Context: an optimization exercise on an open-source flow, tuned for small area, a short achievable clock period and few clock cycles per item. The choices shown serve that exercise and are no tape-out recipe.
Where RTL was checked, it was by simulation tests only, not by an equivalence proof against the original.
No activity file was given, so power comes from the tool's default toggle rates.

==> module bar_graph_page_renderer_unit, before the edit <==
module bar_graph_page_renderer_unit (
  input  wire logic  clk,
  input  wire logic  rst,
  input  wire logic         items_valid,
  output logic              items_ready,
  input  wire logic [1:0]   items_operation,
  input  wire logic [7:0]   items_sample,
  input  wire logic [1:0]   items_row,
  input  wire logic [6:0]   items_column,
  input  wire logic         cfg_valid,
  output logic              cfg_ready,
  input  wire logic [1:0]   cfg_index,
  input  wire logic [7:0]   cfg_data,
  output logic              results_valid,
  input  wire logic         results_ready,
  output logic [7:0]        results_pixel_byte,
  output logic              results_scale_valid
);
  logic [7:0] floor_value;
  logic [7:0] full_scale;
  logic [7:0] n;           
  logic [6:0] a1;          
  logic [6:0] gap;         
  logic [7:0] peak;
  logic       pk_v;
  logic       pk_clr;
  logic       pk_gt;
  logic [7:0] pk_span;
  logic [7:0] s_use;
  logic        v2;
  logic [7:0]  sel_hi;
  logic [15:0] sel_lo;
  logic [1:0]  row2;
  logic       ready_q;
  logic [bgpr_pkg::OUT_SLOTS-1:0] outstanding;   
  logic in_acc;
  assign in_acc      = items_valid && ready_q;
  assign items_ready = ready_q;
  assign cfg_ready   = 1'b1;
  logic ld, clr, rd, ld_do;
  assign ld    = in_acc && items_operation == bgpr_pkg::OP_LOAD;
  assign clr   = in_acc && items_operation == bgpr_pkg::OP_CLEAR;
  assign rd    = in_acc && items_operation == bgpr_pkg::OP_READ;
  assign ld_do = ld && !n[7];
  logic [7:0] n_nxt;
  logic [6:0] gap_nxt;
  assign n_nxt   = clr ? 8'd0 : ld_do ? n + 8'd1 : n;
  assign gap_nxt = ld_do ? 7'd0 : gap - 7'd1;
  logic [5:0] vv;         
  logic       busy;       
  logic       pk_apply;
  assign busy     = v2 || (vv != '0);
  assign pk_apply = pk_v && !busy;
  always_ff @(posedge clk) begin
    if (rst) begin
      floor_value <= '0;
      full_scale  <= bgpr_pkg::FULL_SCALE_RST;
      n           <= '0;
      peak        <= '0;
      pk_v        <= 1'b0;
    end else begin
      if (cfg_valid) begin
        if (cfg_index == 2'd0) floor_value <= cfg_data;
        if (cfg_index == 2'd1) full_scale  <= cfg_data;
      end
      n <= n_nxt;
      if (pk_apply) begin
        if (pk_clr) begin
          peak <= '0;
        end else if (pk_gt && pk_span > peak) begin
          peak <= pk_span;
        end
      end
      if (clr || ld_do) begin
        pk_v <= 1'b1;
      end else if (pk_apply) begin
        pk_v <= 1'b0;
      end
    end
    if (clr || ld_do) begin
      pk_clr  <= clr;
      pk_gt   <= items_sample > floor_value;
      pk_span <= items_sample - floor_value;
    end
    gap    <= gap_nxt;
    a1     <= (ld_do && n == 8'd0) ? 7'd1 : a1 + 7'd1;
    s_use  <= (full_scale != '0) ? full_scale : peak;
  end
  logic [3:0] place_lo;
  logic [2:0] place_hi0;
  logic       borrow;
  logic [7:0] hi_dec0;
  logic       draw;
  assign place_lo  = a1[3:0] - items_column[3:0];
  assign place_hi0 = a1[6:4] - items_column[6:4];
  assign borrow    = items_column[3:0] > a1[3:0];
  assign draw      = {1'b0, items_column} < n;
  always_comb begin
    for (int i = 0; i < 8; i++) hi_dec0[i] = place_hi0 == 3'(i);
  end
  always_ff @(posedge clk) begin
    if (rst) v2 <= 1'b0;
    else     v2 <= rd;
    for (int i = 0; i < 8; i++)  sel_hi[i] <= draw && (borrow ? hi_dec0[(i + 1) % 8] : hi_dec0[i]);
    for (int i = 0; i < 16; i++) sel_lo[i] <= place_lo == 4'(i);
    row2 <= items_row;
  end
  logic [7:0] rdata;
  bgpr_front u_front (
    .clk    (clk),
    .wr     (ld_do),
    .wdata  (items_sample),
    .sel_hi (sel_hi),
    .sel_lo (sel_lo),
    .rdata  (rdata)
  );
  logic       v_res;
  logic [3:0] code_res;
  logic [7:0] byte_res;
  logic       sv_res;
  bgpr_back u_back (
    .clk         (clk),
    .rst         (rst),
    .floor_value (floor_value),
    .s           (s_use),
    .in_valid    (v2),
    .in_x        (rdata),
    .in_row      (row2),
    .vv          (vv),
    .out_valid   (v_res),
    .out_code    (code_res),
    .out_byte    (byte_res),
    .out_sv      (sv_res)
  );
  logic       out_valid;
  logic [7:0] out_byte;
  logic       out_sv;
  logic       out_free;
  logic       f_push, f_pop, f_empty;
  logic [3:0] f_head;
  assign out_free  = !out_valid || results_ready;
  assign f_pop     = out_free && !f_empty;
  assign f_push    = v_res && (!out_free || !f_empty);
  bgpr_queue u_queue (
    .clk       (clk),
    .rst       (rst),
    .push      (f_push),
    .push_code (code_res),
    .pop       (f_pop),
    .head      (f_head),
    .empty     (f_empty)
  );
  always_ff @(posedge clk) begin
    if (rst) begin
      out_valid <= 1'b0;
    end else if (out_free) begin
      out_valid <= !f_empty || v_res;
    end
    if (out_free) begin
      if (f_empty) begin
        out_sv   <= sv_res;
        out_byte <= byte_res;
      end else begin
        out_sv   <= f_head != 4'd15;
        out_byte <= (f_head == 4'd15) ? 8'd0 : ~(8'hFF >> f_head);
      end
    end
  end
  assign results_valid       = out_valid;
  assign results_pixel_byte  = out_byte;
  assign results_scale_valid = out_sv;
  logic       res_out, credit_nxt;
  logic       z_nxt;
  logic       pk_v_nxt;
  logic       busy_nxt;
  assign res_out    = out_valid && results_ready;
  assign credit_nxt = (rd && !res_out) ? !outstanding[bgpr_pkg::OUT_SLOTS-2] :
                      (res_out && !rd) ? 1'b1 : !outstanding[bgpr_pkg::OUT_SLOTS-1];
  assign z_nxt      = ld_do || gap == 7'd1 || clr || (n == 8'd0 && !ld_do) ||
                      n[7] || (ld_do && n == 8'd127);
  assign pk_v_nxt   = clr || ld_do || (pk_v && busy);
  assign busy_nxt   = rd || v2 || (vv[4:0] != '0);
  always_ff @(posedge clk) begin
    if (rst) begin
      outstanding <= '0;
      ready_q     <= 1'b1;
    end else begin
      if (rd && !res_out) begin
        outstanding <= {outstanding[bgpr_pkg::OUT_SLOTS-2:0], 1'b1};
      end else if (res_out && !rd) begin
        outstanding <= {1'b0, outstanding[bgpr_pkg::OUT_SLOTS-1:1]};
      end
      ready_q <= z_nxt && !(pk_v_nxt && busy_nxt) && credit_nxt;
    end
  end
endmodule
Settings: LEC_CHECK=0, CAP_MARGIN=20, CORE_MARGIN=2, CORE_UTILIZATION=40, CTS_BUF_LIST=sky130_fd_sc_hd__clkbuf_16, CTS_CLUSTER_DIAMETER=70, CTS_CLUSTER_SIZE=25, SETUP_SLACK_MARGIN=2.7, SLEW_MARGIN=20; clock period 5.0 ns.
run.sh (not shown) runs the stock make flow with config.mk's settings and CLKGATE_MAP_FILE= SYNTH_SCRIPT=/design/flow/synth_recipe.tcl, a recipe that flattens the netlist after the stock synthesis.
==> next run, changes <==
--- a/flow/design.v
+++ b/flow/design.v
@@ -230,7 +230,7 @@
   logic [15:0] sel_lo;
   logic [1:0]  row2;
   logic       ready_q;
-  logic [bgpr_pkg::OUT_SLOTS-1:0] outstanding;   
+  logic [3:0] outstanding;
   logic in_acc;
   assign in_acc      = items_valid && ready_q;
   assign items_ready = ready_q;
@@ -284,23 +284,15 @@
     a1     <= (ld_do && n == 8'd0) ? 7'd1 : a1 + 7'd1;
     s_use  <= (full_scale != '0) ? full_scale : peak;
   end
-  logic [3:0] place_lo;
-  logic [2:0] place_hi0;
-  logic       borrow;
-  logic [7:0] hi_dec0;
+  logic [6:0] place;
   logic       draw;
-  assign place_lo  = a1[3:0] - items_column[3:0];
-  assign place_hi0 = a1[6:4] - items_column[6:4];
-  assign borrow    = items_column[3:0] > a1[3:0];
-  assign draw      = {1'b0, items_column} < n;
-  always_comb begin
-    for (int i = 0; i < 8; i++) hi_dec0[i] = place_hi0 == 3'(i);
-  end
+  assign place = a1 - items_column;
+  assign draw  = {1'b0, items_column} < n;
   always_ff @(posedge clk) begin
     if (rst) v2 <= 1'b0;
     else     v2 <= rd;
-    for (int i = 0; i < 8; i++)  sel_hi[i] <= draw && (borrow ? hi_dec0[(i + 1) % 8] : hi_dec0[i]);
-    for (int i = 0; i < 16; i++) sel_lo[i] <= place_lo == 4'(i);
+    for (int i = 0; i < 8; i++)  sel_hi[i] <= draw && place[6:4] == 3'(i);
+    for (int i = 0; i < 16; i++) sel_lo[i] <= place[3:0] == 4'(i);
     row2 <= items_row;
   end
   logic [7:0] rdata;
@@ -367,15 +359,17 @@
   assign results_valid       = out_valid;
   assign results_pixel_byte  = out_byte;
   assign results_scale_valid = out_sv;
+  logic [3:0] out_nxt;
   logic       res_out, credit_nxt;
   logic       z_nxt;
   logic       pk_v_nxt;
   logic       busy_nxt;
   assign res_out    = out_valid && results_ready;
-  assign credit_nxt = (rd && !res_out) ? !outstanding[bgpr_pkg::OUT_SLOTS-2] :
-                      (res_out && !rd) ? 1'b1 : !outstanding[bgpr_pkg::OUT_SLOTS-1];
-  assign z_nxt      = ld_do || gap == 7'd1 || clr || (n == 8'd0 && !ld_do) ||
-                      n[7] || (ld_do && n == 8'd127);
+  assign out_nxt    = outstanding + {3'd0, rd} - {3'd0, res_out};
+  assign credit_nxt = (rd && !res_out) ? outstanding < 4'(bgpr_pkg::OUT_SLOTS - 1) :
+                      (res_out && !rd) ? 1'b1 :
+                                         outstanding < 4'(bgpr_pkg::OUT_SLOTS);
+  assign z_nxt      = gap_nxt == 7'd0 || n_nxt == 8'd0 || n_nxt[7];
   assign pk_v_nxt   = clr || ld_do || (pk_v && busy);
   assign busy_nxt   = rd || v2 || (vv[4:0] != '0);
   always_ff @(posedge clk) begin
@@ -383,12 +377,8 @@
       outstanding <= '0;
       ready_q     <= 1'b1;
     end else begin
-      if (rd && !res_out) begin
-        outstanding <= {outstanding[bgpr_pkg::OUT_SLOTS-2:0], 1'b1};
-      end else if (res_out && !rd) begin
-        outstanding <= {1'b0, outstanding[bgpr_pkg::OUT_SLOTS-1:1]};
-      end
-      ready_q <= z_nxt && !(pk_v_nxt && busy_nxt) && credit_nxt;
+      outstanding <= out_nxt;
+      ready_q     <= z_nxt && !(pk_v_nxt && busy_nxt) && credit_nxt;
     end
   end
 endmodule
After rerunning:
- The changed run ran to the end with no violations
- maximum frequency increases by 2.1%
- sequential share of layout area hardly moves
- power decreases by 2.4%
- core utilization hardly moves
- routed wire length decreases by 0.68%
- combinational power decreases by 12%
Testbench counts after the change, summed over its fixed seeds: cycles 10,384, items 8,192.
Only the layout flow was run in the first run of this note; the RTL was not checked for function there.

## separate check: timing with driven ports
Ports are ideal in the flow. The routed layouts listed here were re-timed in OpenROAD.
Step 1 assumes that a clkbuf_16 drives the clock port and a buf_2 every other input.
Step 2 moves the port delays by t, midway between the first and last clock arrival at a register: inputs arrive t later, outputs are due t later. That takes back most of the time a late clock gives input paths.
Slacks: no drivers / after step 1 / after step 2; pairs: no drivers / after step 1.
run	shift t [ns]	setup WS [ns]	worst setup path after step 2	worst register clock-pin slew, ns	worst data-port slew with drivers (ns)
the first run	0.740	2.703 / 2.694 / 2.093	input to register	0.10 / 0.10	0.11
the second run	0.724	2.750 / 2.686 / 2.055	input to register	0.10 / 0.10	0.07
After both steps setup and hold are still met in every run listed. The setup slack of the second run, which loses most, moves by -0.064 ns with the drivers and by -0.695 ns with both steps.
